From an optimization exercise on the open Yosys and OpenROAD flow, aimed at small area, a short achievable clock period and few clock cycles per item; shortcuts taken in it are not production practice. At most, simulation tests tie the RTL to the original design; equivalence was not proved. Function not checked in run 2: the RTL went through the layout flow alone. Power and IR drop assume default switching activity.

## flow/design.v (module list and top-level ports; edited modules follow where they fit)
// module array_mul_top: 1971 lines
// module mul_fa: 4 lines
// module mul_ha: 4 lines
module array_mul_top (
   input  logic        clk,
   input  logic        arst_n,
   input  logic        in_valid,
   input  logic        para_mode,
   input  logic [15:0] a,
   input  logic [15:0] b,
   output logic        out_valid,
   output logic [31:0] p
);
  // ...
==> flow/flow/run.sh <==
#!/bin/bash
# Own layout flow: the standard flow (standard.sh: the standard synthesis and ORFS steps,
# unchanged) with a few ORFS variables set on the make command line:
#  - port buffers made of sky130_fd_sc_hd__buf_1 (buffer_ports -buffer_cell), instead of the
#    delay cell buffer_ports picks by default; repair upsizes the critical ones;
#  - the delay cells (clkdlybuf4s*, dlygate*, dlymetal*) added to the platform's don't-use
#    list, so that repair buffers with plain buffers;
#  - clock tree of clkbuf_4/clkbuf_8 without dummy loads.
# make's full output goes to orfs_make.log in this folder; each ORFS step also keeps its own
# log under orfs/logs/.
set -euo pipefail
PLATFORM_DONT_USE="sky130_fd_sc_hd__probe_p_8 sky130_fd_sc_hd__probec_p_8 sky130_fd_sc_hd__lpflow_bleeder_1 sky130_fd_sc_hd__lpflow_clkbufkapwr_1 sky130_fd_sc_hd__lpflow_clkbufkapwr_16 sky130_fd_sc_hd__lpflow_clkbufkapwr_2 sky130_fd_sc_hd__lpflow_clkbufkapwr_4 sky130_fd_sc_hd__lpflow_clkbufkapwr_8 sky130_fd_sc_hd__lpflow_clkinvkapwr_1 sky130_fd_sc_hd__lpflow_clkinvkapwr_16 sky130_fd_sc_hd__lpflow_clkinvkapwr_2 sky130_fd_sc_hd__lpflow_clkinvkapwr_4 sky130_fd_sc_hd__lpflow_clkinvkapwr_8 sky130_fd_sc_hd__lpflow_decapkapwr_12 sky130_fd_sc_hd__lpflow_decapkapwr_3 sky130_fd_sc_hd__lpflow_decapkapwr_4 sky130_fd_sc_hd__lpflow_decapkapwr_6 sky130_fd_sc_hd__lpflow_decapkapwr_8 sky130_fd_sc_hd__lpflow_inputiso0n_1 sky130_fd_sc_hd__lpflow_inputiso0p_1 sky130_fd_sc_hd__lpflow_inputiso1n_1 sky130_fd_sc_hd__lpflow_inputiso1p_1 sky130_fd_sc_hd__lpflow_inputisolatch_1 sky130_fd_sc_hd__lpflow_isobufsrc_1 sky130_fd_sc_hd__lpflow_isobufsrc_16 sky130_fd_sc_hd__lpflow_isobufsrc_2 sky130_fd_sc_hd__lpflow_isobufsrc_4 sky130_fd_sc_hd__lpflow_isobufsrc_8 sky130_fd_sc_hd__lpflow_isobufsrckapwr_16 sky130_fd_sc_hd__lpflow_lsbuf_lh_hl_isowell_tap_1 sky130_fd_sc_hd__lpflow_lsbuf_lh_hl_isowell_tap_2 sky130_fd_sc_hd__lpflow_lsbuf_lh_hl_isowell_tap_4 sky130_fd_sc_hd__lpflow_lsbuf_lh_isowell_4 sky130_fd_sc_hd__lpflow_lsbuf_lh_isowell_tap_1 sky130_fd_sc_hd__lpflow_lsbuf_lh_isowell_tap_2 sky130_fd_sc_hd__lpflow_lsbuf_lh_isowell_tap_4"
DELAY_CELLS="sky130_fd_sc_hd__clkdlybuf4s15_1 sky130_fd_sc_hd__clkdlybuf4s15_2 sky130_fd_sc_hd__clkdlybuf4s18_1 sky130_fd_sc_hd__clkdlybuf4s18_2 sky130_fd_sc_hd__clkdlybuf4s25_1 sky130_fd_sc_hd__clkdlybuf4s25_2 sky130_fd_sc_hd__clkdlybuf4s50_1 sky130_fd_sc_hd__clkdlybuf4s50_2 sky130_fd_sc_hd__dlygate4sd1_1 sky130_fd_sc_hd__dlygate4sd2_1 sky130_fd_sc_hd__dlygate4sd3_1 sky130_fd_sc_hd__dlymetal6s2s_1 sky130_fd_sc_hd__dlymetal6s4s_1 sky130_fd_sc_hd__dlymetal6s6s_1"
bash standard.sh "BUFFER_PORTS_ARGS=-buffer_cell sky130_fd_sc_hd__buf_1" \
  "DONT_USE_CELLS=$PLATFORM_DONT_USE $DELAY_CELLS" \
  "CTS_ARGS=-sink_clustering_enable -repair_clock_nets -dont_use_dummy_load -buf_list {sky130_fd_sc_hd__clkbuf_4 sky130_fd_sc_hd__clkbuf_8} -sink_clustering_size 20" \
  finish > orfs_make.log 2>&1
==> flow/standard.sh <==
#!/bin/bash
# synth_recipe.tcl (not shown) runs the flow's synth.tcl, then flattens the netlist and writes it again
# the make line also repeats each setting of config.mk as NAME=value (left out here)
make -C /OpenROAD-flow-scripts/flow DESIGN_CONFIG=/design/flow/config.mk WORK_HOME=/design/flow/orfs CLKGATE_MAP_FILE= SYNTH_SCRIPT=/design/flow/synth_recipe.tcl "${@:-finish}"
==> flow/config.mk <==
export PLATFORM = sky130hd
export DESIGN_NAME = array_mul_top
export DESIGN_NICKNAME = array_mul_top
export VERILOG_FILES = /design/flow/design.v
export SDC_FILE = /design/flow/constraint.sdc
export NUM_CORES = 4
export LEC_CHECK = 0
export CAP_MARGIN = 20
export CORE_MARGIN = 2
export CORE_UTILIZATION = 40
export CTS_BUF_LIST = sky130_fd_sc_hd__clkbuf_4 sky130_fd_sc_hd__clkbuf_8
export CTS_CLUSTER_SIZE = 20
export SETUP_SLACK_MARGIN = 2.95
export SLEW_MARGIN = 20
export SYNTH_HIERARCHICAL = 1
export SYNTH_MINIMUM_KEEP_SIZE = 0
==> flow/constraint.sdc <==
create_clock -name core_clock -period 6.0 [get_ports {clk}]
set_input_delay 1.2000 -clock core_clock [delete_from_list [all_inputs] [get_ports {clk}]]
set_output_delay 1.2000 -clock core_clock [all_outputs]
set_load 0.01 [all_outputs]
==> flow_metrics.env, run 1 <==
export IMPL_critPathTopFamily="adder cells"
export IMPL_ys_seq_area_share_pct=31.9
export IMPL_nClkBuffers=17
export IMPL_outcome="timing/DRC/antenna clean"
export IMPL_crit_fanout=9
export IMPL_largest_register_ffs=2
export IMPL_num_antenna_cells=0
export IMPL_dp_cells=1205
export IMPL_power_leader="combinational logic"
export IMPL_cpPeakStageDelay_ns=0.58
export IMPL_reg2reg_from="fc26_q1$_DFF_P_"
export IMPL_endpoint="fs125_q1$_DFF_P_"
export IMPL_synth_top_family_by_area="adder cells"
export IMPL_swShare_pct=39.2
export IMPL_stdcell_count=1245
export IMPL_routabilityCongestion=0.844
export IMPL_fin_ws_ns=2.96
export IMPL_hold_depth=0
export IMPL_cts_made_buffers=17
export IMPL_die_y_um=164
export IMPL_crit_path_end_kind="register"
export IMPL_clkSinkCount=162
export IMPL_die_w_um=164
export IMPL_nFlopsAndLatches=162
export IMPL_p_comb_share_pct=56.3
export IMPL_grt_use_met1_pct=23.5
export IMPL_inverters=11
export IMPL_buffers=92
export IMPL_hpwlAfterDp_um=16400
export IMPL_via_count=6060
export IMPL_cp_slowest_cell="fa_1"
Testbench counts, summed over its fixed seeds: cycles 4,008, items 4,000.
==> inputs of run 2 (changes only) <==
--- a/flow/design.v
+++ b/flow/design.v
@@ -924,25 +924,23 @@
    logic sm24;
    logic sm25;
    logic sm26;
    logic sm27;
    logic sm28;
    logic sm29;
    logic sm30;
    logic sm31;
-   logic fs5_q1;
-   logic hs3_q1;
-   logic hc3_q1;
-   logic fs8_q1;
    logic fs9_q1;
-   logic fc9_q1;
+   logic hs4_q1;
+   logic hc4_q1;
    logic fc13_q1;
-   logic fs14_q1;
    logic fc14_q1;
+   logic hs5_q1;
+   logic hc5_q1;
    logic fs18_q1;
    logic fs19_q1;
    logic fc19_q1;
    logic fs25_q1;
    logic fs26_q1;
    logic fc26_q1;
    logic fs33_q1;
    logic fc33_q1;
@@ -995,65 +993,62 @@
    logic fs145_q1;
    logic fs146_q1;
    logic fc146_q1;
    logic fs155_q1;
    logic fc155_q1;
    logic fs156_q1;
    logic fc156_q1;
    logic fs163_q1;
+   logic fc163_q1;
    logic fs164_q1;
    logic fc164_q1;
-   logic fs169_q1;
    logic fs170_q1;
    logic fc170_q1;
    logic fs171_q1;
    logic fc171_q1;
    logic fs176_q1;
    logic fs177_q1;
    logic fc177_q1;
    logic fs183_q1;
    logic fc183_q1;
    logic fs186_q1;
    logic fc186_q1;
    logic fs187_q1;
    logic fc187_q1;
    logic fs190_q1;
    logic fs193_q1;
-   logic fc193_q1;
-   logic fs194_q1;
    logic p0_q1;
    logic p0_q2;
    logic p1_q1;
    logic p1_q2;
    logic g4_q1;
-   logic p4_q1;
-   logic p15_q2;
-   logic g16_q2;
-   logic p16_q2;
+   logic g5_q1;
+   logic p5_q1;
    logic p17_q2;
    logic p18_q2;
    logic p19_q2;
    logic g20_q2;
    logic p20_q2;
    logic p21_q2;
    logic p22_q2;
    logic p23_q2;
    logic g24_q2;
    logic p24_q2;
    logic p25_q2;
    logic p26_q2;
    logic p27_q2;
    logic p28_q2;
+   logic g29_q1;
+   logic p29_q1;
    logic p29_q2;
    logic g30_q1;
    logic p30_q1;
    logic p30_q2;
-   logic cg8_q2;
-   logic cp8_q2;
+   logic cp2_q1;
    logic cg10_q2;
    logic cp10_q2;
    logic cg12_q2;
    logic cp12_q2;
    logic cg17_q1;
    logic cg24_q2;
    logic cp24_q2;
    logic cg25_q2;
@@ -1061,39 +1056,44 @@
    logic cg26_q2;
    logic cp26_q2;
    logic cg27_q2;
    logic cp27_q2;
    logic cg28_q2;
    logic cp28_q2;
    logic cg29_q2;
    logic cp29_q2;
+   logic cg32_q1;
    logic cg44_q2;
    logic cp44_q2;
    logic cg45_q2;
    logic cp45_q2;
    logic cg46_q2;
    logic cp46_q2;
-   logic cg54_q2;
    logic cg55_q2;
+   logic cg64_q2;
+   logic cg65_q2;
    logic sm2_q1;
    logic sm2_q2;
    logic sm3_q1;
    logic sm3_q2;
+   logic sm4_q1;
    logic sm4_q2;
    logic sm5_q2;
    logic sm6_q2;
    logic sm7_q2;
    logic sm8_q2;
    logic sm9_q2;
    logic sm10_q2;
    logic sm11_q2;
    logic sm12_q2;
    logic sm13_q2;
    logic sm14_q2;
+   logic sm15_q2;
+   logic sm16_q2;
    assign pp_0_0 = ~(a0 & b0);
    assign pp_0_1 = ~(a1 & b0);
    assign pp_0_2 = ~(a2 & b0);
    assign pp_0_3 = ~(a3 & b0);
    assign pp_0_4 = ~(a4 & b0);
    assign pp_0_5 = ~(a5 & b0);
    assign pp_0_6 = ~(a6 & b0);
    assign pp_0_7 = ~(a7 & b0);
@@ -1354,83 +1354,83 @@
    mul_fa u_fa3 (.x(pp_0_5), .y(pp_1_4), .z(pp_2_3), .s(fs3), .c(fc3));
    mul_fa u_fa4 (.x(pp_3_2), .y(pp_4_1), .z(pp_5_0), .s(fs4), .c(fc4));
    mul_fa u_fa5 (.x(fc1), .y(fs3), .z(fs4), .s(fs5), .c(fc5));
    mul_fa u_ha3 (.x(hc2), .y(fc2), .z(1'b1), .s(hs3), .c(hc3));
    mul_fa u_fa6 (.x(pp_0_6), .y(pp_1_5), .z(pp_2_4), .s(fs6), .c(fc6));
    mul_fa u_fa7 (.x(pp_3_3), .y(pp_4_2), .z(pp_5_1), .s(fs7), .c(fc7));
    mul_fa u_fa8 (.x(pp_6_0), .y(fc3), .z(fc4), .s(fs8), .c(fc8));
    mul_fa u_fa9 (.x(fs6), .y(fs7), .z(fc5), .s(fs9), .c(fc9));
-   mul_fa u_ha4 (.x(fs8_q1), .y(hc3_q1), .z(1'b1), .s(hs4), .c(hc4));
+   mul_fa u_ha4 (.x(fs8), .y(hc3), .z(1'b1), .s(hs4), .c(hc4));
    mul_fa u_fa10 (.x(pp_0_7), .y(pp_1_6), .z(pp_2_5), .s(fs10), .c(fc10));
    mul_fa u_fa11 (.x(pp_3_4), .y(pp_4_3), .z(pp_5_2), .s(fs11), .c(fc11));
    mul_fa u_fa12 (.x(pp_6_1), .y(pp_7_0), .z(fc6), .s(fs12), .c(fc12));
    mul_fa u_fa13 (.x(fc7), .y(fs10), .z(fs11), .s(fs13), .c(fc13));
    mul_fa u_fa14 (.x(fc8), .y(fs12), .z(fs13), .s(fs14), .c(fc14));
-   mul_fa u_ha5 (.x(fc9_q1), .y(fs14_q1), .z(1'b1), .s(hs5), .c(hc5));
-   mul_fa u_fa15 (.x(pp_0_8), .y(pp_1_7), .z(pp_2_6), .s(fs15), .c(fc15));
-   mul_fa u_fa16 (.x(pp_3_5), .y(pp_4_4), .z(pp_5_3), .s(fs16), .c(fc16));
-   mul_fa u_fa17 (.x(pp_6_2), .y(pp_7_1), .z(pp_8_0), .s(fs17), .c(fc17));
+   mul_fa u_ha5 (.x(fc9), .y(fs14), .z(1'b1), .s(hs5), .c(hc5));
+   mul_fa u_fa15 (.x(pp_1_7), .y(pp_2_6), .z(pp_3_5), .s(fs15), .c(fc15));
+   mul_fa u_fa16 (.x(pp_4_4), .y(pp_5_3), .z(pp_6_2), .s(fs16), .c(fc16));
+   mul_fa u_fa17 (.x(pp_7_1), .y(pp_0_8), .z(pp_8_0), .s(fs17), .c(fc17));
    mul_fa u_fa18 (.x(fc10), .y(fc11), .z(fs15), .s(fs18), .c(fc18));
    mul_fa u_fa19 (.x(fs16), .y(fs17), .z(fc12), .s(fs19), .c(fc19));
    mul_fa u_fa20 (.x(fc13_q1), .y(fs18_q1), .z(fc14_q1), .s(fs20), .c(fc20));
-   mul_fa u_ha6 (.x(fs19_q1), .y(hc5), .z(1'b1), .s(hs6), .c(hc6));
-   mul_fa u_fa21 (.x(pp_0_9), .y(pp_1_8), .z(pp_2_7), .s(fs21), .c(fc21));
-   mul_fa u_fa22 (.x(pp_3_6), .y(pp_4_5), .z(pp_5_4), .s(fs22), .c(fc22));
-   mul_fa u_fa23 (.x(pp_6_3), .y(pp_7_2), .z(pp_8_1), .s(fs23), .c(fc23));
+   mul_fa u_ha6 (.x(fs19_q1), .y(hc5_q1), .z(1'b1), .s(hs6), .c(hc6));
+   mul_fa u_fa21 (.x(pp_2_7), .y(pp_3_6), .z(pp_4_5), .s(fs21), .c(fc21));
+   mul_fa u_fa22 (.x(pp_5_4), .y(pp_6_3), .z(pp_7_2), .s(fs22), .c(fc22));
+   mul_fa u_fa23 (.x(pp_0_9), .y(pp_1_8), .z(pp_8_1), .s(fs23), .c(fc23));
    mul_fa u_fa24 (.x(pp_9_0), .y(fc15), .z(fc16), .s(fs24), .c(fc24));
-   mul_fa u_fa25 (.x(fc17), .y(fs21), .z(fs22), .s(fs25), .c(fc25));
+   mul_fa u_fa25 (.x(fs21), .y(fs22), .z(fc17), .s(fs25), .c(fc25));
    mul_fa u_fa26 (.x(fs23), .y(fc18), .z(fs24), .s(fs26), .c(fc26));
    mul_fa u_fa27 (.x(fs25_q1), .y(fc19_q1), .z(fs26_q1), .s(fs27), .c(fc27));
    mul_fa u_ha7 (.x(fc20), .y(fs27), .z(1'b1), .s(hs7), .c(hc7));
-   mul_fa u_fa28 (.x(pp_0_10), .y(pp_1_9), .z(pp_2_8), .s(fs28), .c(fc28));
-   mul_fa u_fa29 (.x(pp_3_7), .y(pp_4_6), .z(pp_5_5), .s(fs29), .c(fc29));
-   mul_fa u_fa30 (.x(pp_6_4), .y(pp_7_3), .z(pp_8_2), .s(fs30), .c(fc30));
+   mul_fa u_fa28 (.x(pp_3_7), .y(pp_4_6), .z(pp_5_5), .s(fs28), .c(fc28));
+   mul_fa u_fa29 (.x(pp_6_4), .y(pp_7_3), .z(pp_0_10), .s(fs29), .c(fc29));
+   mul_fa u_fa30 (.x(pp_1_9), .y(pp_2_8), .z(pp_8_2), .s(fs30), .c(fc30));
    mul_fa u_fa31 (.x(pp_9_1), .y(pp_10_0), .z(fc21), .s(fs31), .c(fc31));
-   mul_fa u_fa32 (.x(fc22), .y(fc23), .z(fs28), .s(fs32), .c(fc32));
+   mul_fa u_fa32 (.x(fc22), .y(fs28), .z(fc23), .s(fs32), .c(fc32));
    mul_fa u_fa33 (.x(fs29), .y(fs30), .z(fc24), .s(fs33), .c(fc33));
-   mul_fa u_fa34 (.x(fc25), .y(fs31), .z(fs32), .s(fs34), .c(fc34));
+   mul_fa u_fa34 (.x(fs31), .y(fc25), .z(fs32), .s(fs34), .c(fc34));
    mul_fa u_fa35 (.x(fc26_q1), .y(fs33_q1), .z(fs34_q1), .s(fs35), .c(fc35));
    mul_fa u_ha8 (.x(fc27), .y(fs35), .z(1'b1), .s(hs8), .c(hc8));
-   mul_fa u_fa36 (.x(pp_0_11), .y(pp_1_10), .z(pp_2_9), .s(fs36), .c(fc36));
-   mul_fa u_fa37 (.x(pp_3_8), .y(pp_4_7), .z(pp_5_6), .s(fs37), .c(fc37));
-   mul_fa u_fa38 (.x(pp_6_5), .y(pp_7_4), .z(pp_8_3), .s(fs38), .c(fc38));
+   mul_fa u_fa36 (.x(pp_4_7), .y(pp_5_6), .z(pp_6_5), .s(fs36), .c(fc36));
+   mul_fa u_fa37 (.x(pp_7_4), .y(pp_0_11), .z(pp_1_10), .s(fs37), .c(fc37));
+   mul_fa u_fa38 (.x(pp_2_9), .y(pp_3_8), .z(pp_8_3), .s(fs38), .c(fc38));
    mul_fa u_fa39 (.x(pp_9_2), .y(pp_10_1), .z(pp_11_0), .s(fs39), .c(fc39));
-   mul_fa u_fa40 (.x(fc28), .y(fc29), .z(fc30), .s(fs40), .c(fc40));
-   mul_fa u_fa41 (.x(fs36), .y(fs37), .z(fs38), .s(fs41), .c(fc41));
+   mul_fa u_fa40 (.x(fc28), .y(fs36), .z(fc29), .s(fs40), .c(fc40));
+   mul_fa u_fa41 (.x(fc30), .y(fs37), .z(fs38), .s(fs41), .c(fc41));
    mul_fa u_fa42 (.x(fs39), .y(fc31), .z(fc32), .s(fs42), .c(fc42));
    mul_fa u_fa43 (.x(fs40_q1), .y(fs41_q1), .z(fc33_q1), .s(fs43), .c(fc43));
-   mul_fa u_fa44 (.x(fc34_q1), .y(fs42_q1), .z(fc35), .s(fs44), .c(fc44));
-   mul_fa u_ha9 (.x(fs43), .y(hc8), .z(1'b1), .s(hs9), .c(hc9));
-   mul_fa u_fa45 (.x(pp_0_12), .y(pp_1_11), .z(pp_2_10), .s(fs45), .c(fc45));
-   mul_fa u_fa46 (.x(pp_3_9), .y(pp_4_8), .z(pp_5_7), .s(fs46), .c(fc46));
-   mul_fa u_fa47 (.x(pp_6_6), .y(pp_7_5), .z(pp_8_4), .s(fs47), .c(fc47));
+   mul_fa u_fa44 (.x(fc34_q1), .y(fs42_q1), .z(fs43), .s(fs44), .c(fc44));
+   mul_fa u_ha9 (.x(fc35), .y(hc8), .z(1'b1), .s(hs9), .c(hc9));
+   mul_fa u_fa45 (.x(pp_5_7), .y(pp_6_6), .z(pp_7_5), .s(fs45), .c(fc45));
+   mul_fa u_fa46 (.x(pp_0_12), .y(pp_1_11), .z(pp_2_10), .s(fs46), .c(fc46));
+   mul_fa u_fa47 (.x(pp_3_9), .y(pp_4_8), .z(pp_8_4), .s(fs47), .c(fc47));
    mul_fa u_fa48 (.x(pp_9_3), .y(pp_10_2), .z(pp_11_1), .s(fs48), .c(fc48));
-   mul_fa u_fa49 (.x(pp_12_0), .y(fc36), .z(fc37), .s(fs49), .c(fc49));
-   mul_fa u_fa50 (.x(fc38), .y(fc39), .z(fs45), .s(fs50), .c(fc50));
+   mul_fa u_fa49 (.x(pp_12_0), .y(fc36), .z(fs45), .s(fs49), .c(fc49));
+   mul_fa u_fa50 (.x(fc37), .y(fc38), .z(fc39), .s(fs50), .c(fc50));
    mul_fa u_fa51 (.x(fs46), .y(fs47), .z(fs48), .s(fs51), .c(fc51));
-   mul_fa u_fa52 (.x(fc40), .y(fc41), .z(fs49), .s(fs52), .c(fc52));
+   mul_fa u_fa52 (.x(fs49), .y(fc40), .z(fc41), .s(fs52), .c(fc52));
    mul_fa u_fa53 (.x(fs50_q1), .y(fs51_q1), .z(fc42_q1), .s(fs53), .c(fc53));
    mul_fa u_fa54 (.x(fs52_q1), .y(fc43), .z(fs53), .s(fs54), .c(fc54));
    mul_fa u_ha10 (.x(fc44), .y(fs54), .z(1'b1), .s(hs10), .c(hc10));
-   mul_fa u_fa55 (.x(pp_0_13), .y(pp_1_12), .z(pp_2_11), .s(fs55), .c(fc55));
-   mul_fa u_fa56 (.x(pp_3_10), .y(pp_4_9), .z(pp_5_8), .s(fs56), .c(fc56));
-   mul_fa u_fa57 (.x(pp_6_7), .y(pp_7_6), .z(pp_8_5), .s(fs57), .c(fc57));
+   mul_fa u_fa55 (.x(pp_6_7), .y(pp_7_6), .z(pp_0_13), .s(fs55), .c(fc55));
+   mul_fa u_fa56 (.x(pp_1_12), .y(pp_2_11), .z(pp_3_10), .s(fs56), .c(fc56));
+   mul_fa u_fa57 (.x(pp_4_9), .y(pp_5_8), .z(pp_8_5), .s(fs57), .c(fc57));
    mul_fa u_fa58 (.x(pp_9_4), .y(pp_10_3), .z(pp_11_2), .s(fs58), .c(fc58));
    mul_fa u_fa59 (.x(pp_12_1), .y(pp_13_0), .z(fc45), .s(fs59), .c(fc59));
    mul_fa u_fa60 (.x(fc46), .y(fc47), .z(fc48), .s(fs60), .c(fc60));
    mul_fa u_fa61 (.x(fs55), .y(fs56), .z(fs57), .s(fs61), .c(fc61));
-   mul_fa u_fa62 (.x(fs58), .y(fc49), .z(fc50), .s(fs62), .c(fc62));
-   mul_fa u_fa63 (.x(fc51), .y(fs59), .z(fs60), .s(fs63), .c(fc63));
-   mul_fa u_fa64 (.x(fs61_q1), .y(fc52_q1), .z(fs62_q1), .s(fs64), .c(fc64));
+   mul_fa u_fa62 (.x(fs58), .y(fc49), .z(fs59), .s(fs62), .c(fc62));
+   mul_fa u_fa63 (.x(fc50), .y(fc51), .z(fs60), .s(fs63), .c(fc63));
+   mul_fa u_fa64 (.x(fs61_q1), .y(fs62_q1), .z(fc52_q1), .s(fs64), .c(fc64));
    mul_fa u_fa65 (.x(fs63_q1), .y(fc53), .z(fs64), .s(fs65), .c(fc65));
    mul_fa u_ha11 (.x(fc54), .y(fs65), .z(1'b1), .s(hs11), .c(hc11));
-   mul_fa u_fa66 (.x(pp_0_14), .y(pp_1_13), .z(pp_2_12), .s(fs66), .c(fc66));
-   mul_fa u_fa67 (.x(pp_3_11), .y(pp_4_10), .z(pp_5_9), .s(fs67), .c(fc67));
-   mul_fa u_fa68 (.x(pp_6_8), .y(pp_7_7), .z(pp_8_6), .s(fs68), .c(fc68));
+   mul_fa u_fa66 (.x(pp_7_7), .y(pp_0_14), .z(pp_1_13), .s(fs66), .c(fc66));
+   mul_fa u_fa67 (.x(pp_2_12), .y(pp_3_11), .z(pp_4_10), .s(fs67), .c(fc67));
+   mul_fa u_fa68 (.x(pp_5_9), .y(pp_6_8), .z(pp_8_6), .s(fs68), .c(fc68));
    mul_fa u_fa69 (.x(pp_9_5), .y(pp_10_4), .z(pp_11_3), .s(fs69), .c(fc69));
    mul_fa u_fa70 (.x(pp_12_2), .y(pp_13_1), .z(pp_14_0), .s(fs70), .c(fc70));
    mul_fa u_fa71 (.x(fc55), .y(fc56), .z(fc57), .s(fs71), .c(fc71));
    mul_fa u_fa72 (.x(fc58), .y(fs66), .z(fs67), .s(fs72), .c(fc72));
    mul_fa u_fa73 (.x(fs68), .y(fs69), .z(fs70), .s(fs73), .c(fc73));
    mul_fa u_fa74 (.x(fc59), .y(fc60), .z(fc61), .s(fs74), .c(fc74));
    mul_fa u_fa75 (.x(fs71), .y(fs72), .z(fs73), .s(fs75), .c(fc75));
    mul_fa u_fa76 (.x(fc62_q1), .y(fc63_q1), .z(fs74_q1), .s(fs76), .c(fc76));
@@ -1445,100 +1445,100 @@
    mul_fa u_fa84 (.x(fc68), .y(fc69), .z(fc70), .s(fs84), .c(fc84));
    mul_fa u_fa85 (.x(fs78), .y(fs79), .z(fs80), .s(fs85), .c(fc85));
    mul_fa u_fa86 (.x(fs81), .y(fs82), .z(fc71), .s(fs86), .c(fc86));
    mul_fa u_fa87 (.x(fc72), .y(fc73), .z(fs83), .s(fs87), .c(fc87));
    mul_fa u_fa88 (.x(fs84_q1), .y(fs85_q1), .z(fc74_q1), .s(fs88), .c(fc88));
    mul_fa u_fa89 (.x(fc75_q1), .y(fs86_q1), .z(fs87_q1), .s(fs89), .c(fc89));
    mul_fa u_fa90 (.x(fc76), .y(fs88), .z(fs89), .s(fs90), .c(fc90));
    mul_fa u_ha13 (.x(fc77), .y(fs90), .z(1'b1), .s(hs13), .c(hc13));
-   mul_fa u_fa91 (.x(pp_1_15), .y(pp_2_14), .z(pp_3_13), .s(fs91), .c(fc91));
-   mul_fa u_fa92 (.x(pp_4_12), .y(pp_5_11), .z(pp_6_10), .s(fs92), .c(fc92));
-   mul_fa u_fa93 (.x(pp_7_9), .y(pp_8_8), .z(pp_9_7), .s(fs93), .c(fc93));
+   mul_fa u_fa91 (.x(pp_8_8), .y(pp_1_15), .z(pp_2_14), .s(fs91), .c(fc91));
+   mul_fa u_fa92 (.x(pp_3_13), .y(pp_4_12), .z(pp_5_11), .s(fs92), .c(fc92));
+   mul_fa u_fa93 (.x(pp_6_10), .y(pp_7_9), .z(pp_9_7), .s(fs93), .c(fc93));
    mul_fa u_fa94 (.x(pp_10_6), .y(pp_11_5), .z(pp_12_4), .s(fs94), .c(fc94));
    mul_fa u_fa95 (.x(pp_13_3), .y(pp_14_2), .z(pp_15_1), .s(fs95), .c(fc95));
    mul_fa u_fa96 (.x(fc78), .y(fc79), .z(fc80), .s(fs96), .c(fc96));
    mul_fa u_fa97 (.x(fc81), .y(fc82), .z(fs91), .s(fs97), .c(fc97));
    mul_fa u_fa98 (.x(fs92), .y(fs93), .z(fs94), .s(fs98), .c(fc98));
    mul_fa u_fa99 (.x(fs95), .y(fc83), .z(fc84), .s(fs99), .c(fc99));
    mul_fa u_fa100 (.x(fc85), .y(fs96), .z(fs97), .s(fs100), .c(fc100));
    mul_fa u_fa101 (.x(fs98_q1), .y(fc86_q1), .z(fc87_q1), .s(fs101), .c(fc101));
    mul_fa u_fa102 (.x(fs99_q1), .y(fs100_q1), .z(fc88), .s(fs102), .c(fc102));
    mul_fa u_fa103 (.x(fc89), .y(fs101), .z(fc90), .s(fs103), .c(fc103));
    mul_fa u_ha14 (.x(fs102), .y(hc13), .z(1'b1), .s(hs14), .c(hc14));
-   mul_fa u_fa104 (.x(pp_2_15), .y(pp_3_14), .z(pp_4_13), .s(fs104), .c(fc104));
-   mul_fa u_fa105 (.x(pp_5_12), .y(pp_6_11), .z(pp_7_10), .s(fs105), .c(fc105));
-   mul_fa u_fa106 (.x(pp_8_9), .y(pp_9_8), .z(pp_10_7), .s(fs106), .c(fc106));
+   mul_fa u_fa104 (.x(pp_8_9), .y(pp_9_8), .z(pp_2_15), .s(fs104), .c(fc104));
+   mul_fa u_fa105 (.x(pp_3_14), .y(pp_4_13), .z(pp_5_12), .s(fs105), .c(fc105));
+   mul_fa u_fa106 (.x(pp_6_11), .y(pp_7_10), .z(pp_10_7), .s(fs106), .c(fc106));
    mul_fa u_fa107 (.x(pp_11_6), .y(pp_12_5), .z(pp_13_4), .s(fs107), .c(fc107));
    mul_fa u_fa108 (.x(pp_14_3), .y(pp_15_2), .z(fc91), .s(fs108), .c(fc108));
    mul_fa u_fa109 (.x(fc92), .y(fc93), .z(fc94), .s(fs109), .c(fc109));
    mul_fa u_fa110 (.x(fc95), .y(fs104), .z(fs105), .s(fs110), .c(fc110));
    mul_fa u_fa111 (.x(fs106), .y(fs107), .z(fc96), .s(fs111), .c(fc111));
    mul_fa u_fa112 (.x(fc97), .y(fc98), .z(fs108), .s(fs112), .c(fc112));
    mul_fa u_fa113 (.x(fs109_q1), .y(fs110_q1), .z(fc99_q1), .s(fs113), .c(fc113));
    mul_fa u_fa114 (.x(fc100_q1), .y(fs111_q1), .z(fs112_q1), .s(fs114), .c(fc114));
    mul_fa u_fa115 (.x(fc101), .y(fs113), .z(fs114), .s(fs115), .c(fc115));
    mul_fa u_fa116 (.x(fc102), .y(fs115), .z(fc103), .s(fs116), .c(fc116));
-   mul_fa u_fa117 (.x(pp_3_15), .y(pp_4_14), .z(pp_5_13), .s(fs117), .c(fc117));
-   mul_fa u_fa118 (.x(pp_6_12), .y(pp_7_11), .z(pp_8_10), .s(fs118), .c(fc118));
-   mul_fa u_fa119 (.x(pp_9_9), .y(pp_10_8), .z(pp_11_7), .s(fs119), .c(fc119));
+   mul_fa u_fa117 (.x(pp_8_10), .y(pp_9_9), .z(pp_10_8), .s(fs117), .c(fc117));
+   mul_fa u_fa118 (.x(pp_3_15), .y(pp_4_14), .z(pp_5_13), .s(fs118), .c(fc118));
+   mul_fa u_fa119 (.x(pp_6_12), .y(pp_7_11), .z(pp_11_7), .s(fs119), .c(fc119));
    mul_fa u_fa120 (.x(pp_12_6), .y(pp_13_5), .z(pp_14_4), .s(fs120), .c(fc120));
-   mul_fa u_fa121 (.x(pp_15_3), .y(fc104), .z(fc105), .s(fs121), .c(fc121));
-   mul_fa u_fa122 (.x(fc106), .y(fc107), .z(fs117), .s(fs122), .c(fc122));
+   mul_fa u_fa121 (.x(pp_15_3), .y(fs117), .z(fc104), .s(fs121), .c(fc121));
+   mul_fa u_fa122 (.x(fc105), .y(fc106), .z(fc107), .s(fs122), .c(fc122));
    mul_fa u_fa123 (.x(fs118), .y(fs119), .z(fs120), .s(fs123), .c(fc123));
    mul_fa u_fa124 (.x(fc108), .y(fc109), .z(fc110), .s(fs124), .c(fc124));
    mul_fa u_fa125 (.x(fs121), .y(fs122), .z(fs123), .s(fs125), .c(fc125));
    mul_fa u_fa126 (.x(fc111_q1), .y(fc112_q1), .z(fs124_q1), .s(fs126), .c(fc126));
    mul_fa u_fa127 (.x(fs125_q1), .y(fc113), .z(fc114), .s(fs127), .c(fc127));
    mul_fa u_fa128 (.x(fs126), .y(fc115), .z(fs127), .s(fs128), .c(fc128));
-   mul_fa u_fa129 (.x(pp_4_15), .y(pp_5_14), .z(pp_6_13), .s(fs129), .c(fc129));
-   mul_fa u_fa130 (.x(pp_7_12), .y(pp_8_11), .z(pp_9_10), .s(fs130), .c(fc130));
-   mul_fa u_fa131 (.x(pp_10_9), .y(pp_11_8), .z(pp_12_7), .s(fs131), .c(fc131));
+   mul_fa u_fa129 (.x(pp_8_11), .y(pp_9_10), .z(pp_10_9), .s(fs129), .c(fc129));
+   mul_fa u_fa130 (.x(pp_11_8), .y(pp_4_15), .z(pp_5_14), .s(fs130), .c(fc130));
+   mul_fa u_fa131 (.x(pp_6_13), .y(pp_7_12), .z(pp_12_7), .s(fs131), .c(fc131));
    mul_fa u_fa132 (.x(pp_13_6), .y(pp_14_5), .z(pp_15_4), .s(fs132), .c(fc132));
-   mul_fa u_fa133 (.x(fc117), .y(fc118), .z(fc119), .s(fs133), .c(fc133));
-   mul_fa u_fa134 (.x(fc120), .y(fs129), .z(fs130), .s(fs134), .c(fc134));
+   mul_fa u_fa133 (.x(fc117), .y(fs129), .z(fc118), .s(fs133), .c(fc133));
+   mul_fa u_fa134 (.x(fc119), .y(fc120), .z(fs130), .s(fs134), .c(fc134));
    mul_fa u_fa135 (.x(fs131), .y(fs132), .z(fc121), .s(fs135), .c(fc135));
    mul_fa u_fa136 (.x(fc122), .y(fc123), .z(fs133), .s(fs136), .c(fc136));
    mul_fa u_fa137 (.x(fs134_q1), .y(fc124_q1), .z(fc125_q1), .s(fs137), .c(fc137));
    mul_fa u_fa138 (.x(fs135_q1), .y(fs136_q1), .z(fc126), .s(fs138), .c(fc138));
    mul_fa u_fa139 (.x(fs137), .y(fc127), .z(fs138), .s(fs139), .c(fc139));
-   mul_fa u_fa140 (.x(pp_5_15), .y(pp_6_14), .z(pp_7_13), .s(fs140), .c(fc140));
-   mul_fa u_fa141 (.x(pp_8_12), .y(pp_9_11), .z(pp_10_10), .s(fs141), .c(fc141));
-   mul_fa u_fa142 (.x(pp_11_9), .y(pp_12_8), .z(pp_13_7), .s(fs142), .c(fc142));
+   mul_fa u_fa140 (.x(pp_8_12), .y(pp_9_11), .z(pp_10_10), .s(fs140), .c(fc140));
+   mul_fa u_fa141 (.x(pp_11_9), .y(pp_12_8), .z(pp_5_15), .s(fs141), .c(fc141));
+   mul_fa u_fa142 (.x(pp_6_14), .y(pp_7_13), .z(pp_13_7), .s(fs142), .c(fc142));
    mul_fa u_fa143 (.x(pp_14_6), .y(pp_15_5), .z(fc129), .s(fs143), .c(fc143));
-   mul_fa u_fa144 (.x(fc130), .y(fc131), .z(fc132), .s(fs144), .c(fc144));
-   mul_fa u_fa145 (.x(fs140), .y(fs141), .z(fs142), .s(fs145), .c(fc145));
-   mul_fa u_fa146 (.x(fc133), .y(fc134), .z(fs143), .s(fs146), .c(fc146));
+   mul_fa u_fa144 (.x(fs140), .y(fc130), .z(fc131), .s(fs144), .c(fc144));
+   mul_fa u_fa145 (.x(fc132), .y(fs141), .z(fs142), .s(fs145), .c(fc145));
+   mul_fa u_fa146 (.x(fs143), .y(fc133), .z(fc134), .s(fs146), .c(fc146));
    mul_fa u_fa147 (.x(fs144_q1), .y(fs145_q1), .z(fc135_q1), .s(fs147), .c(fc147));
    mul_fa u_fa148 (.x(fc136_q1), .y(fs146_q1), .z(fc137), .s(fs148), .c(fc148));
    mul_fa u_fa149 (.x(fs147), .y(fc138), .z(fs148), .s(fs149), .c(fc149));
-   mul_fa u_fa150 (.x(pp_6_15), .y(pp_7_14), .z(pp_8_13), .s(fs150), .c(fc150));
-   mul_fa u_fa151 (.x(pp_9_12), .y(pp_10_11), .z(pp_11_10), .s(fs151), .c(fc151));
-   mul_fa u_fa152 (.x(pp_12_9), .y(pp_13_8), .z(pp_14_7), .s(fs152), .c(fc152));
-   mul_fa u_fa153 (.x(pp_15_6), .y(fc140), .z(fc141), .s(fs153), .c(fc153));
-   mul_fa u_fa154 (.x(fc142), .y(fs150), .z(fs151), .s(fs154), .c(fc154));
-   mul_fa u_fa155 (.x(fs152), .y(fc143), .z(fc144), .s(fs155), .c(fc155));
-   mul_fa u_fa156 (.x(fc145), .y(fs153), .z(fs154), .s(fs156), .c(fc156));
-   mul_fa u_fa157 (.x(fc146_q1), .y(fs155_q1), .z(fs156_q1), .s(fs157), .c(fc157));
+   mul_fa u_fa150 (.x(pp_8_13), .y(pp_9_12), .z(pp_10_11), .s(fs150), .c(fc150));
+   mul_fa u_fa151 (.x(pp_11_10), .y(pp_12_9), .z(pp_13_8), .s(fs151), .c(fc151));
+   mul_fa u_fa152 (.x(pp_6_15), .y(pp_7_14), .z(pp_14_7), .s(fs152), .c(fc152));
+   mul_fa u_fa153 (.x(pp_15_6), .y(fc140), .z(fs150), .s(fs153), .c(fc153));
+   mul_fa u_fa154 (.x(fs151), .y(fc141), .z(fc142), .s(fs154), .c(fc154));
+   mul_fa u_fa155 (.x(fs152), .y(fc143), .z(fs153), .s(fs155), .c(fc155));
+   mul_fa u_fa156 (.x(fc144), .y(fc145), .z(fs154), .s(fs156), .c(fc156));
+   mul_fa u_fa157 (.x(fs155_q1), .y(fc146_q1), .z(fs156_q1), .s(fs157), .c(fc157));
    mul_fa u_fa158 (.x(fc147), .y(fs157), .z(fc148), .s(fs158), .c(fc158));
-   mul_fa u_fa159 (.x(pp_7_15), .y(pp_8_14), .z(pp_9_13), .s(fs159), .c(fc159));
-   mul_fa u_fa160 (.x(pp_10_12), .y(pp_11_11), .z(pp_12_10), .s(fs160), .c(fc160));
-   mul_fa u_fa161 (.x(pp_13_9), .y(pp_14_8), .z(pp_15_7), .s(fs161), .c(fc161));
-   mul_fa u_fa162 (.x(fc150), .y(fc151), .z(fc152), .s(fs162), .c(fc162));
-   mul_fa u_fa163 (.x(fs159), .y(fs160), .z(fs161), .s(fs163), .c(fc163));
-   mul_fa u_fa164 (.x(fc153), .y(fc154), .z(fs162), .s(fs164), .c(fc164));
+   mul_fa u_fa159 (.x(pp_8_14), .y(pp_9_13), .z(pp_10_12), .s(fs159), .c(fc159));
+   mul_fa u_fa160 (.x(pp_11_11), .y(pp_12_10), .z(pp_13_9), .s(fs160), .c(fc160));
+   mul_fa u_fa161 (.x(pp_14_8), .y(pp_7_15), .z(pp_15_7), .s(fs161), .c(fc161));
+   mul_fa u_fa162 (.x(fc150), .y(fc151), .z(fs159), .s(fs162), .c(fc162));
+   mul_fa u_fa163 (.x(fs160), .y(fc152), .z(fs161), .s(fs163), .c(fc163));
+   mul_fa u_fa164 (.x(fc153), .y(fs162), .z(fc154), .s(fs164), .c(fc164));
    mul_fa u_fa165 (.x(fs163_q1), .y(fc155_q1), .z(fc156_q1), .s(fs165), .c(fc165));
    mul_fa u_fa166 (.x(fs164_q1), .y(fc157), .z(fs165), .s(fs166), .c(fc166));
    mul_fa u_fa167 (.x(pp_8_15), .y(pp_9_14), .z(pp_10_13), .s(fs167), .c(fc167));
    mul_fa u_fa168 (.x(pp_11_12), .y(pp_12_11), .z(pp_13_10), .s(fs168), .c(fc168));
    mul_fa u_fa169 (.x(pp_14_9), .y(pp_15_8), .z(fc159), .s(fs169), .c(fc169));
-   mul_fa u_fa170 (.x(fc160), .y(fc161), .z(fs167), .s(fs170), .c(fc170));
-   mul_fa u_fa171 (.x(fs168), .y(fc162), .z(fc163), .s(fs171), .c(fc171));
-   mul_fa u_fa172 (.x(fs169_q1), .y(fs170_q1), .z(fc164_q1), .s(fs172), .c(fc172));
-   mul_fa u_fa173 (.x(fs171_q1), .y(fc165), .z(fs172), .s(fs173), .c(fc173));
+   mul_fa u_fa170 (.x(fc160), .y(fs167), .z(fs168), .s(fs170), .c(fc170));
+   mul_fa u_fa171 (.x(fc161), .y(fc162), .z(fs169), .s(fs171), .c(fc171));
+   mul_fa u_fa172 (.x(fs170_q1), .y(fc163_q1), .z(fs171_q1), .s(fs172), .c(fc172));
+   mul_fa u_fa173 (.x(fc164_q1), .y(fs172), .z(fc165), .s(fs173), .c(fc173));
    mul_fa u_fa174 (.x(pp_9_15), .y(pp_10_14), .z(pp_11_13), .s(fs174), .c(fc174));
    mul_fa u_fa175 (.x(pp_12_12), .y(pp_13_11), .z(pp_14_10), .s(fs175), .c(fc175));
    mul_fa u_fa176 (.x(pp_15_9), .y(fc167), .z(fc168), .s(fs176), .c(fc176));
    mul_fa u_fa177 (.x(fs174), .y(fs175), .z(fc169), .s(fs177), .c(fc177));
    mul_fa u_fa178 (.x(fc170_q1), .y(fs176_q1), .z(fc171_q1), .s(fs178), .c(fc178));
    mul_fa u_fa179 (.x(fs177_q1), .y(fc172), .z(fs178), .s(fs179), .c(fc179));
    mul_fa u_fa180 (.x(pp_10_15), .y(pp_11_14), .z(pp_12_13), .s(fs180), .c(fc180));
    mul_fa u_fa181 (.x(pp_13_12), .y(pp_14_11), .z(pp_15_10), .s(fs181), .c(fc181));
@@ -1559,22 +1559,22 @@
    assign g1 = pp_0_1 & pp_1_0;
    assign p1 = pp_0_1 ^ pp_1_0;
    assign g2 = pp_2_0 & hs0;
    assign p2 = pp_2_0 ^ hs0;
    assign g3 = fs0 & hs1;
    assign p3 = fs0 ^ hs1;
    assign g4 = hs2 & fs2;
    assign p4 = hs2 ^ fs2;
-   assign g5 = fs5_q1 & hs3_q1;
-   assign p5 = fs5_q1 ^ hs3_q1;
-   assign g6 = fs9_q1 & hs4;
-   assign p6 = fs9_q1 ^ hs4;
-   assign g7 = hc4 & hs5;
-   assign p7 = hc4 ^ hs5;
+   assign g5 = fs5 & hs3;
+   assign p5 = fs5 ^ hs3;
+   assign g6 = fs9_q1 & hs4_q1;
+   assign p6 = fs9_q1 ^ hs4_q1;
+   assign g7 = hc4_q1 & hs5_q1;
+   assign p7 = hc4_q1 ^ hs5_q1;
    assign g8 = fs20 & hs6;
    assign p8 = fs20 ^ hs6;
    assign g9 = hc6 & hs7;
    assign p9 = hc6 ^ hs7;
    assign g10 = hc7 & hs8;
    assign p10 = hc7 ^ hs8;
    assign g11 = fs44 & hs9;
    assign p11 = fs44 ^ hs9;
@@ -1597,35 +1597,35 @@
    assign g20 = fc139 & fs149;
    assign p20 = fc139 ^ fs149;
    assign g21 = fc149 & fs158;
    assign p21 = fc149 ^ fs158;
    assign g22 = fs166 & fc158;
    assign p22 = fs166 ^ fc158;
    assign g23 = fc166 & fs173;
    assign p23 = fc166 ^ fs173;
-   assign g24 = fc173 & fs179;
-   assign p24 = fc173 ^ fs179;
+   assign g24 = fs179 & fc173;
+   assign p24 = fs179 ^ fc173;
    assign g25 = fc179 & fs184;
    assign p25 = fc179 ^ fs184;
    assign g26 = fs188 & fc184;
    assign p26 = fs188 ^ fc184;
    assign g27 = fc188 & fs191;
    assign p27 = fc188 ^ fs191;
    assign g28 = fs193_q1 & fc191;
    assign p28 = fs193_q1 ^ fc191;
-   assign g29 = fs194_q1 & fc193_q1;
-   assign p29 = fs194_q1 ^ fc193_q1;
+   assign g29 = fs194 & fc193;
+   assign p29 = fs194 ^ fc193;
    assign g30 = pp_15_15 & fc194;
    assign p30 = pp_15_15 ^ fc194;
    assign cg0 = g1 | p1;
    assign cg1 = g3 | (p3 & g2);
    assign cp1 = p3 & p2;
-   assign cg2 = g5 | (p5 & g4_q1);
-   assign cp2 = p5 & p4_q1;
+   assign cg2 = g5_q1 | (p5_q1 & g4_q1);
+   assign cp2 = p5 & p4;
    assign cg3 = g7 | (p7 & g6);
    assign cp3 = p7 & p6;
    assign cg4 = g9 | (p9 & g8);
    assign cp4 = p9 & p8;
    assign cg5 = g11 | (p11 & g10);
    assign cp5 = p11 & p10;
    assign cg6 = g13 | (p13 & g12);
    assign cp6 = p13 & p12;
@@ -1638,24 +1638,24 @@
    assign cg10 = g21 | (p21 & g20);
    assign cp10 = p21 & p20;
    assign cg11 = g23 | (p23 & g22);
    assign cp11 = p23 & p22;
    assign cg12 = g25 | (p25 & g24);
    assign cp12 = p25 & p24;
    assign cg13 = g27 | (p27 & g26);
    assign cp13 = p27 & p26;
-   assign cg14 = g29 | (p29 & g28);
-   assign cp14 = p29 & p28;
+   assign cg14 = g29_q1 | (p29_q1 & g28);
+   assign cp14 = p29_q1 & p28;
    assign cg16 = g2 | (p2 & cg0);
    assign cg17 = cg1 | (cp1 & cg0);
    assign cg18 = g6 | (p6 & cg2);
-   assign cp18 = p6 & cp2;
+   assign cp18 = p6 & cp2_q1;
    assign cg19 = cg3 | (cp3 & cg2);
-   assign cp19 = cp3 & cp2;
+   assign cp19 = cp3 & cp2_q1;
    assign cg20 = g10 | (p10 & cg4);
    assign cp20 = p10 & cp4;
    assign cg21 = cg5 | (cp5 & cg4);
    assign cp21 = cp5 & cp4;
    assign cg22 = g14 | (p14 & cg6);
    assign cp22 = p14 & cp6;
    assign cg23 = cg7 | (cp7 & cg6);
    assign cp23 = cp7 & cp6;
@@ -1668,18 +1668,18 @@
    assign cg27 = cg11 | (cp11 & cg10);
    assign cp27 = cp11 & cp10;
    assign cg28 = g26 | (p26 & cg12);
    assign cp28 = p26 & cp12;
    assign cg29 = cg13 | (cp13 & cg12);
    assign cp29 = cp13 & cp12;
    assign cg30 = g30_q1 | (p30_q1 & cg14);
    assign cp30 = p30_q1 & cp14;
-   assign cg32 = g4_q1 | (p4_q1 & cg17_q1);
-   assign cg33 = cg2 | (cp2 & cg17_q1);
+   assign cg32 = g4 | (p4 & cg17);
+   assign cg33 = cg2 | (cp2_q1 & cg17_q1);
    assign cg34 = cg18 | (cp18 & cg17_q1);
    assign cg35 = cg19 | (cp19 & cg17_q1);
    assign cg36 = g12 | (p12 & cg21);
    assign cp36 = p12 & cp21;
    assign cg37 = cg6 | (cp6 & cg21);
    assign cp37 = cp6 & cp21;
    assign cg38 = cg22 | (cp22 & cg21);
    assign cp38 = cp22 & cp21;
@@ -1716,71 +1716,69 @@
    assign cg59 = cg29_q2 | (cp29_q2 & cg43);
    assign cp59 = cp29_q2 & cp43;
    assign cg60 = cg44_q2 | (cp44_q2 & cg43);
    assign cp60 = cp44_q2 & cp43;
    assign cg61 = cg45_q2 | (cp45_q2 & cg43);
    assign cp61 = cp45_q2 & cp43;
    assign cg62 = cg46_q2 | (cp46_q2 & cg43);
    assign cp62 = cp46_q2 & cp43;
-   assign cg64 = g16_q2 | (p16_q2 & cg55_q2);
-   assign cg65 = cg8_q2 | (cp8_q2 & cg55_q2);
+   assign cg64 = g16 | (p16 & cg55);
+   assign cg65 = cg8 | (cp8 & cg55);
    assign cg66 = cg24_q2 | (cp24_q2 & cg55_q2);
    assign cg67 = cg25_q2 | (cp25_q2 & cg55_q2);
    assign cg68 = cg40 | (cp40 & cg55_q2);
    assign cg69 = cg41 | (cp41 & cg55_q2);
    assign cg70 = cg42 | (cp42 & cg55_q2);
    assign cg71 = cg43 | (cp43 & cg55_q2);
    assign cg72 = cg56 | (cp56 & cg55_q2);
    assign cg73 = cg57 | (cp57 & cg55_q2);
    assign cg74 = cg58 | (cp58 & cg55_q2);
    assign cg75 = cg59 | (cp59 & cg55_q2);
    assign cg76 = cg60 | (cp60 & cg55_q2);
    assign cg77 = cg61 | (cp61 & cg55_q2);
    assign cg78 = cg62 | (cp62 & cg55_q2);
    assign sm2 = ~(p2 ^ cg0);
    assign sm3 = ~(p3 ^ cg16);
-   assign sm4 = ~(p4_q1 ^ cg17_q1);
-   assign sm5 = ~(p5 ^ cg32);
+   assign sm4 = ~(p4 ^ cg17);
+   assign sm5 = ~(p5_q1 ^ cg32_q1);
    assign sm6 = ~(p6 ^ cg33);
    assign sm7 = ~(p7 ^ cg34);
    assign sm8 = ~(p8 ^ cg35);
    assign sm9 = ~(p9 ^ cg48);
    assign sm10 = ~(p10 ^ cg49);
    assign sm11 = ~(p11 ^ cg50);
    assign sm12 = ~(p12 ^ cg51);
    assign sm13 = ~(p13 ^ cg52);
    assign sm14 = ~(p14 ^ cg53);
-   assign sm15 = ~(p15_q2 ^ cg54_q2);
-   assign sm16 = ~(p16_q2 ^ cg55_q2);
-   assign sm17 = ~(p17_q2 ^ cg64);
-   assign sm18 = ~(p18_q2 ^ cg65);
+   assign sm15 = ~(p15 ^ cg54);
+   assign sm16 = ~(p16 ^ cg55);
+   assign sm17 = ~(p17_q2 ^ cg64_q2);
+   assign sm18 = ~(p18_q2 ^ cg65_q2);
    assign sm19 = ~(p19_q2 ^ cg66);
    assign sm20 = ~(p20_q2 ^ cg67);
    assign sm21 = ~(p21_q2 ^ cg68);
    assign sm22 = ~(p22_q2 ^ cg69);
    assign sm23 = ~(p23_q2 ^ cg70);
    assign sm24 = ~(p24_q2 ^ cg71);
    assign sm25 = ~(p25_q2 ^ cg72);
    assign sm26 = ~(p26_q2 ^ cg73);
    assign sm27 = ~(p27_q2 ^ cg74);
    assign sm28 = ~(p28_q2 ^ cg75);
    assign sm29 = ~(p29_q2 ^ cg76);
    assign sm30 = ~(p30_q2 ^ cg77);
    assign sm31 = ~cg78;
    always_ff @(posedge clk) begin
-      fs5_q1 <= fs5;
-      hs3_q1 <= hs3;
-      hc3_q1 <= hc3;
-      fs8_q1 <= fs8;
       fs9_q1 <= fs9;
-      fc9_q1 <= fc9;
+      hs4_q1 <= hs4;
+      hc4_q1 <= hc4;
       fc13_q1 <= fc13;
-      fs14_q1 <= fs14;
       fc14_q1 <= fc14;
+      hs5_q1 <= hs5;
+      hc5_q1 <= hc5;
       fs18_q1 <= fs18;
       fs19_q1 <= fs19;
       fc19_q1 <= fc19;
       fs25_q1 <= fs25;
       fs26_q1 <= fs26;
       fc26_q1 <= fc26;
       fs33_q1 <= fs33;
       fc33_q1 <= fc33;
@@ -1833,65 +1831,62 @@
       fs145_q1 <= fs145;
       fs146_q1 <= fs146;
       fc146_q1 <= fc146;
       fs155_q1 <= fs155;
       fc155_q1 <= fc155;
       fs156_q1 <= fs156;
       fc156_q1 <= fc156;
       fs163_q1 <= fs163;
+      fc163_q1 <= fc163;
       fs164_q1 <= fs164;
       fc164_q1 <= fc164;
-      fs169_q1 <= fs169;
       fs170_q1 <= fs170;
       fc170_q1 <= fc170;
       fs171_q1 <= fs171;
       fc171_q1 <= fc171;
       fs176_q1 <= fs176;
       fs177_q1 <= fs177;
       fc177_q1 <= fc177;
       fs183_q1 <= fs183;
       fc183_q1 <= fc183;
       fs186_q1 <= fs186;
       fc186_q1 <= fc186;
       fs187_q1 <= fs187;
       fc187_q1 <= fc187;
       fs190_q1 <= fs190;
       fs193_q1 <= fs193;
-      fc193_q1 <= fc193;
-      fs194_q1 <= fs194;
       p0_q1 <= p0;
       p0_q2 <= p0_q1;
       p1_q1 <= p1;
       p1_q2 <= p1_q1;
       g4_q1 <= g4;
-      p4_q1 <= p4;
-      p15_q2 <= p15;
-      g16_q2 <= g16;
-      p16_q2 <= p16;
+      g5_q1 <= g5;
+      p5_q1 <= p5;
       p17_q2 <= p17;
       p18_q2 <= p18;
       p19_q2 <= p19;
       g20_q2 <= g20;
       p20_q2 <= p20;
       p21_q2 <= p21;
       p22_q2 <= p22;
       p23_q2 <= p23;
       g24_q2 <= g24;
       p24_q2 <= p24;
       p25_q2 <= p25;
       p26_q2 <= p26;
       p27_q2 <= p27;
       p28_q2 <= p28;
-      p29_q2 <= p29;
+      g29_q1 <= g29;
+      p29_q1 <= p29;
+      p29_q2 <= p29_q1;
       g30_q1 <= g30;
       p30_q1 <= p30;
       p30_q2 <= p30_q1;
-      cg8_q2 <= cg8;
-      cp8_q2 <= cp8;
+      cp2_q1 <= cp2;
       cg10_q2 <= cg10;
       cp10_q2 <= cp10;
       cg12_q2 <= cg12;
       cp12_q2 <= cp12;
       cg17_q1 <= cg17;
       cg24_q2 <= cg24;
       cp24_q2 <= cp24;
       cg25_q2 <= cg25;
@@ -1899,39 +1894,44 @@
       cg26_q2 <= cg26;
       cp26_q2 <= cp26;
       cg27_q2 <= cg27;
       cp27_q2 <= cp27;
       cg28_q2 <= cg28;
       cp28_q2 <= cp28;
       cg29_q2 <= cg29;
       cp29_q2 <= cp29;
+      cg32_q1 <= cg32;
       cg44_q2 <= cg44;
       cp44_q2 <= cp44;
       cg45_q2 <= cg45;
       cp45_q2 <= cp45;
       cg46_q2 <= cg46;
       cp46_q2 <= cp46;
-      cg54_q2 <= cg54;
       cg55_q2 <= cg55;
+      cg64_q2 <= cg64;
+      cg65_q2 <= cg65;
       sm2_q1 <= sm2;
       sm2_q2 <= sm2_q1;
       sm3_q1 <= sm3;
       sm3_q2 <= sm3_q1;
-      sm4_q2 <= sm4;
+      sm4_q1 <= sm4;
+      sm4_q2 <= sm4_q1;
       sm5_q2 <= sm5;
       sm6_q2 <= sm6;
       sm7_q2 <= sm7;
       sm8_q2 <= sm8;
       sm9_q2 <= sm9;
       sm10_q2 <= sm10;
       sm11_q2 <= sm11;
       sm12_q2 <= sm12;
       sm13_q2 <= sm13;
       sm14_q2 <= sm14;
+      sm15_q2 <= sm15;
+      sm16_q2 <= sm16;
    end
    logic [1:0] vld;
    always_ff @(posedge clk or negedge arst_n) begin
       if (!arst_n) begin
          vld <= '0;
       end else begin
          vld <= {vld[0:0], in_valid};
       end
@@ -1947,18 +1947,18 @@
    assign p[7] = sm7_q2;
    assign p[8] = sm8_q2;
    assign p[9] = sm9_q2;
    assign p[10] = sm10_q2;
    assign p[11] = sm11_q2;
    assign p[12] = sm12_q2;
    assign p[13] = sm13_q2;
    assign p[14] = sm14_q2;
-   assign p[15] = sm15;
-   assign p[16] = sm16;
+   assign p[15] = sm15_q2;
+   assign p[16] = sm16_q2;
    assign p[17] = sm17;
    assign p[18] = sm18;
    assign p[19] = sm19;
    assign p[20] = sm20;
    assign p[21] = sm21;
    assign p[22] = sm22;
    assign p[23] = sm23;
    assign p[24] = sm24;
==> flow/flow/run.sh (replaced) <==
#!/bin/bash
# Own layout flow: the standard flow (standard.sh, unchanged steps) with three changes:
# port buffers of sky130_fd_sc_hd__buf_2, the delay cells (clkdlybuf4s*, dlygate*, dlymetal*)
# added to the platform's don't-use list so that repair uses plain buffers, and CTS without
# dummy loads. make's full output goes to orfs_make.log here; each ORFS step also keeps its
# own log under orfs/logs/.
set -euo pipefail
bash standard.sh "BUFFER_PORTS_ARGS=-buffer_cell sky130_fd_sc_hd__buf_1" \
  "DONT_USE_CELLS=sky130_fd_sc_hd__probe_p_8 sky130_fd_sc_hd__probec_p_8 sky130_fd_sc_hd__lpflow_bleeder_1 sky130_fd_sc_hd__lpflow_clkbufkapwr_1 sky130_fd_sc_hd__lpflow_clkbufkapwr_16 sky130_fd_sc_hd__lpflow_clkbufkapwr_2 sky130_fd_sc_hd__lpflow_clkbufkapwr_4 sky130_fd_sc_hd__lpflow_clkbufkapwr_8 sky130_fd_sc_hd__lpflow_clkinvkapwr_1 sky130_fd_sc_hd__lpflow_clkinvkapwr_16 sky130_fd_sc_hd__lpflow_clkinvkapwr_2 sky130_fd_sc_hd__lpflow_clkinvkapwr_4 sky130_fd_sc_hd__lpflow_clkinvkapwr_8 sky130_fd_sc_hd__lpflow_decapkapwr_12 sky130_fd_sc_hd__lpflow_decapkapwr_3 sky130_fd_sc_hd__lpflow_decapkapwr_4 sky130_fd_sc_hd__lpflow_decapkapwr_6 sky130_fd_sc_hd__lpflow_decapkapwr_8 sky130_fd_sc_hd__lpflow_inputiso0n_1 sky130_fd_sc_hd__lpflow_inputiso0p_1 sky130_fd_sc_hd__lpflow_inputiso1n_1 sky130_fd_sc_hd__lpflow_inputiso1p_1 sky130_fd_sc_hd__lpflow_inputisolatch_1 sky130_fd_sc_hd__lpflow_isobufsrc_1 sky130_fd_sc_hd__lpflow_isobufsrc_16 sky130_fd_sc_hd__lpflow_isobufsrc_2 sky130_fd_sc_hd__lpflow_isobufsrc_4 sky130_fd_sc_hd__lpflow_isobufsrc_8 sky130_fd_sc_hd__lpflow_isobufsrckapwr_16 sky130_fd_sc_hd__lpflow_lsbuf_lh_hl_isowell_tap_1 sky130_fd_sc_hd__lpflow_lsbuf_lh_hl_isowell_tap_2 sky130_fd_sc_hd__lpflow_lsbuf_lh_hl_isowell_tap_4 sky130_fd_sc_hd__lpflow_lsbuf_lh_isowell_4 sky130_fd_sc_hd__lpflow_lsbuf_lh_isowell_tap_1 sky130_fd_sc_hd__lpflow_lsbuf_lh_isowell_tap_2 sky130_fd_sc_hd__lpflow_lsbuf_lh_isowell_tap_4  sky130_fd_sc_hd__clkdlybuf4s15_1 sky130_fd_sc_hd__clkdlybuf4s15_2 sky130_fd_sc_hd__clkdlybuf4s18_1 sky130_fd_sc_hd__clkdlybuf4s18_2 sky130_fd_sc_hd__clkdlybuf4s25_1 sky130_fd_sc_hd__clkdlybuf4s25_2 sky130_fd_sc_hd__clkdlybuf4s50_1 sky130_fd_sc_hd__clkdlybuf4s50_2 sky130_fd_sc_hd__dlygate4sd1_1 sky130_fd_sc_hd__dlygate4sd2_1 sky130_fd_sc_hd__dlygate4sd3_1 sky130_fd_sc_hd__dlymetal6s2s_1 sky130_fd_sc_hd__dlymetal6s4s_1 sky130_fd_sc_hd__dlymetal6s6s_1" \
  "CTS_ARGS=-sink_clustering_enable -repair_clock_nets -dont_use_dummy_load -buf_list {sky130_fd_sc_hd__clkbuf_4 sky130_fd_sc_hd__clkbuf_8} -sink_clustering_size 20" \
  finish > orfs_make.log 2>&1
--- a/flow/config.mk
+++ b/flow/config.mk
@@ -5,12 +5,12 @@
 export SDC_FILE = /design/flow/constraint.sdc
 export NUM_CORES = 4
 export LEC_CHECK = 0
 export CAP_MARGIN = 20
 export CORE_MARGIN = 2
 export CORE_UTILIZATION = 40
 export CTS_BUF_LIST = sky130_fd_sc_hd__clkbuf_4 sky130_fd_sc_hd__clkbuf_8
 export CTS_CLUSTER_SIZE = 20
-export SETUP_SLACK_MARGIN = 2.95
+export SETUP_SLACK_MARGIN = 3.0
 export SLEW_MARGIN = 20
 export SYNTH_HIERARCHICAL = 1
 export SYNTH_MINIMUM_KEEP_SIZE = 0
==> run 2 against run 1 <==
Clock skew is 0.0044 ns lower. Total power is 24% higher. Worst setup slack worse by 0.35 ns. Critical path type is now register to register. Highest routed layer unchanged.
==> flow_metrics.env, run 2 <==
export IMPL_wl_met2_um=10500
export IMPL_relSlewSlack_pct=59.3
export IMPL_timing_hold_violations_final=0
export IMPL_slew_violations=0
export IMPL_die_y_um=165
export IMPL_rsz0062_at_grt="yes"
export IMPL_portBuffers=68
export IMPL_die_area_um2=27200
export IMPL_synthTopCellsByCount="nand2_1 (258), fa_1 (214), dfxtp_1 (160)"
export IMPL_synth_cell_types=42
export IMPL_stdcell_area_um2=12100
export IMPL_largest_register_ffs=2
export IMPL_initial_core_util_pct=40.9
export IMPL_synthMuxAreaShare_pct=0
export IMPL_fin_nets=1253
export IMPL_clkSinkCount=162
export IMPL_grt_pass1_wl_um=36500
export IMPL_track_usage_pct=17.8
export IMPL_synth_area_leaders="fa_1 (41%), dfxtp_1 (31%), nand2_1 (9.4%), ha_1 (3.6%), buf_4 (2.3%)"
export IMPL_cp_slowest_cell="fa_1"
export IMPL_grt_max_degree=18
export IMPL_fin_crit_ns=3.38
export IMPL_via_count=6427
export IMPL_routed_wl_um=22300
export IMPL_finClkSkew_ns=0.0295
export IMPL_critPathTopFamily="adder cells"
export IMPL_mostFrequentLayoutCell="nand2_1"
export IMPL_path_buf_inv=1
export IMPL_synth_compound_area_share_pct=4.15
export IMPL_swShare_pct=40.5
export IMPL_top_layer="met4"
export IMPL_globalRouteOverflowTotal=0
export IMPL_clk_pin_slew_ns=0.07
export IMPL_syn_avg_cell_area_um2=11.4
export IMPL_synthesis_area_um2=10400
export IMPL_wl_met1_um=10000
export IMPL_synth_warnings=7
export IMPL_vdd_drop_max_mv=0.329
export IMPL_wl_per_cell_um=17.1
export IMPL_crit_path_end_kind="register"
export IMPL_ant_nets=0
export IMPL_placed_area_um2=10900
export IMPL_areaGrowthSynthToFinish_pct=16.9
export IMPL_layout_common_cells="nand2_1 (226), dfxtp_1 (155), fa_1 (137)"
export IMPL_p_int_w=0.00374
export IMPL_synth_xor_area_share_pct=1.78
export IMPL_maxCapViolations=0
export IMPL_viasPerCell=4.94
export IMPL_worst_pin_slew_ns=0.611
export IMPL_critPathKind="register to register"
export IMPL_tritoncts="done"
export IMPL_rows=58
export IMPL_power_switching_w=0.00255
export IMPL_ys_seq_area_share_pct=31.4
export IMPL_period_share_pct=56.4
export IMPL_post_route_util_pct=47.8
export IMPL_crit_fanout=4
export IMPL_drt_first_iter_violations=339
export IMPL_setup_tns_ns=0
export IMPL_num_antenna_cells=0
export IMPL_clock_path_buffers=2
export IMPL_clock_power_share_pct=9.5
export IMPL_crit_top_cell="fa_1"
export IMPL_crit_required_ns=6.35
export IMPL_stdcell_count=1301
export IMPL_synth_simple_gate_area_share_pct=12.6
export IMPL_ctsHtreeMaxLevel=4
export IMPL_hp_class="register to register"
export IMPL_dp_cells=1221
export IMPL_core_um2=25300
export IMPL_cts_hold_buf=0
export IMPL_critPathLaunchType="register"
export IMPL_fill_cells=2253
export IMPL_hpwlAfterDp_um=16600
export IMPL_fmax_mhz=296
export IMPL_synth_edff_count=0
export IMPL_met3_length_um=1360
export IMPL_pwr_share_seq_pct=26.1
export IMPL_synthFlopType="dfxtp_1"
export IMPL_root_buffer="clkbuf_8"
export IMPL_async_reset_ff_share_pct=1.23
export IMPL_synth_top_family_by_area="adder cells"
export IMPL_top_register="vld"
export IMPL_p_per_area_nw_per_um2=519
export IMPL_cp_arrival_ns=3.74
export IMPL_first_global_vias=7094
export IMPL_pin_count=69
export IMPL_outcome="timing/DRC/antenna clean"
export IMPL_drc=0
export IMPL_p_leak_nw=4.28
export IMPL_die_w_um=165
export IMPL_synthCells=905
export IMPL_synth_most_common_cell="nand2_1"
export IMPL_path_cells="fa_1 > fa_1 > fa_1 > ha_4 > and3_4 > and2_4 > a211oi_4 > nand2_2 > fa_1 > inv_1"
export IMPL_power_w=0.00629
export IMPL_drt_pass1_iterations=5
export IMPL_clock_latency_ns=0.47
export IMPL_synth_top_area_share_pct=41.4
export IMPL_antenna_found_initial=0
export IMPL_routabilityCongestion=0.851
export IMPL_drive_gt1_share_pct=26.9
export IMPL_synthAdderAreaFrac_pct=45.0
export IMPL_yosysTopAreaCell="fa_1"
export IMPL_cts_made_buffers=17
export IMPL_ys_ff_latch=162
export IMPL_p_comb_share_pct=64.4
export IMPL_cpPeakStageDelay_ns=0.59
export IMPL_setup_viol=0
[run 2: cell count changes in the layout (fill, tap and decap cells not counted), sizes merged, moves of 3 or more]
cell | previous run | this run
nand2 | 255 | 258
a21o | 17 | 14
buf | 89 | 125
and2 | 10 | 13
clkbuf | 20 | 24
[run 2: cells by family (layout without fill, tap and decap cells)]
family,Yosys count,in the layout
buf+inv,107,159
compound gates,56,56
fa+ha+maj,244,244
other cells,1,15
xor+xnor,21,21
flops,162,162
simple gates,314,314
[run 2: worst paths after layout]
| check | end | from | cells past startpoint | slack [ns] |
|---|---|---|---|---|
| setup / recovery | sm16_q2$_DFF_P_ | fc63_q1$_DFF_P_ | 10 | 2.62 |
| hold / removal | sm2_q2$_DFF_P_ | sm2_q1$_DFF_P_ | 0 | 0.34 |
| setup reg to reg | sm16_q2$_DFF_P_ | fc63_q1$_DFF_P_ | 10 | 2.62 |
| hold reg to reg | sm2_q2$_DFF_P_ | sm2_q1$_DFF_P_ | 0 | 0.34 |
| max in group asynchronous | vld[0]$_DFF_PN0_ | arst_n | 1 | 5.36 |
| min in group asynchronous | vld[1]$_DFF_PN0_ | arst_n | 1 | 0.52 |
[run 2: area by class of cell]
type                            count  area [um2]  share of cell area [%]
Inverter                           10        37.5                   0.310
Clock buffer                       17         234                    1.93
Timing Repair Buffer              132         882                    7.29
Multi-Input combinational cell    650        7280                    60.1
Sequential cell                   162        3260                    26.9
Tap cell                          330         413                    3.41
[run 2: through the flow]
stage               setup slack, ns  hold WS, ns
finish                         2.62        0.340
global route                   2.53        0.349
CTS                            2.63        0.336
detailed placement             1.77        0.315
global placement               1.84        0.313
floorplan                      2.76        0.310
[run 2: per-module statistics from Yosys, one instance, submodules excluded]
module / times used / cells inside / cell area, um2 / flops+latches
array_mul_top: 1 / 695 / 6150 / 162
mul_fa: 210 / 1 / 20.0 / 0
[run 2: power groups by stage]
| stage | clock network (W) | registers, W | logic [W] |
|---|---|---|---|
| 2_1_floorplan | 0 | 0.00163 | 0.00282 |
| 3_3_place_gp | 0 | 0.00165 | 0.00331 |
| 3_5_place_dp | 0 | 0.00166 | 0.00338 |
| 4_1_cts | 0.000622 | 0.00164 | 0.00372 |
| 5_1_grt | 0.000660 | 0.00168 | 0.00459 |
| 6_report | 0.000596 | 0.00164 | 0.00405 |
[run 2: layer usage]
metal | vias to the layer above | GRT usage [%]
li1 | 2865 | -
met1 | 3308 | 24.6
met2 | 219 | 28.0
met3 | 35 | 4.17
met4 | 0 | 5.42
met5 | - | 0
[run 2: what timing repair did]
action                     in CTS  in global routing
pin swaps                      20                 46
hold endpoints to repair        0                  0
buffers inserted               45                 18
setup endpoints to repair     100                 32
resized for setup             149                 42
[run 2: worst register-to-register path, stage by stage, from the launching register on]
cell,delay (ns)
dfxtp_2,0.33
fa_1,0.55
fa_1,0.44
fa_1,0.59
ha_4,0.22
and3_4,0.17
and2_4,0.16
a211oi_4,0.23
nand2_2,0.09
fa_1,0.48
inv_1,0.03

Re-timed with assumed drivers on the ports (clkbuf_16 on the clock, buf_2 on other inputs), run 2 has 2.617 ns of setup slack against 2.617 ns with ideal ports, and 2.398 ns once port delays also move by the mid clock arrival of 0.490 ns.
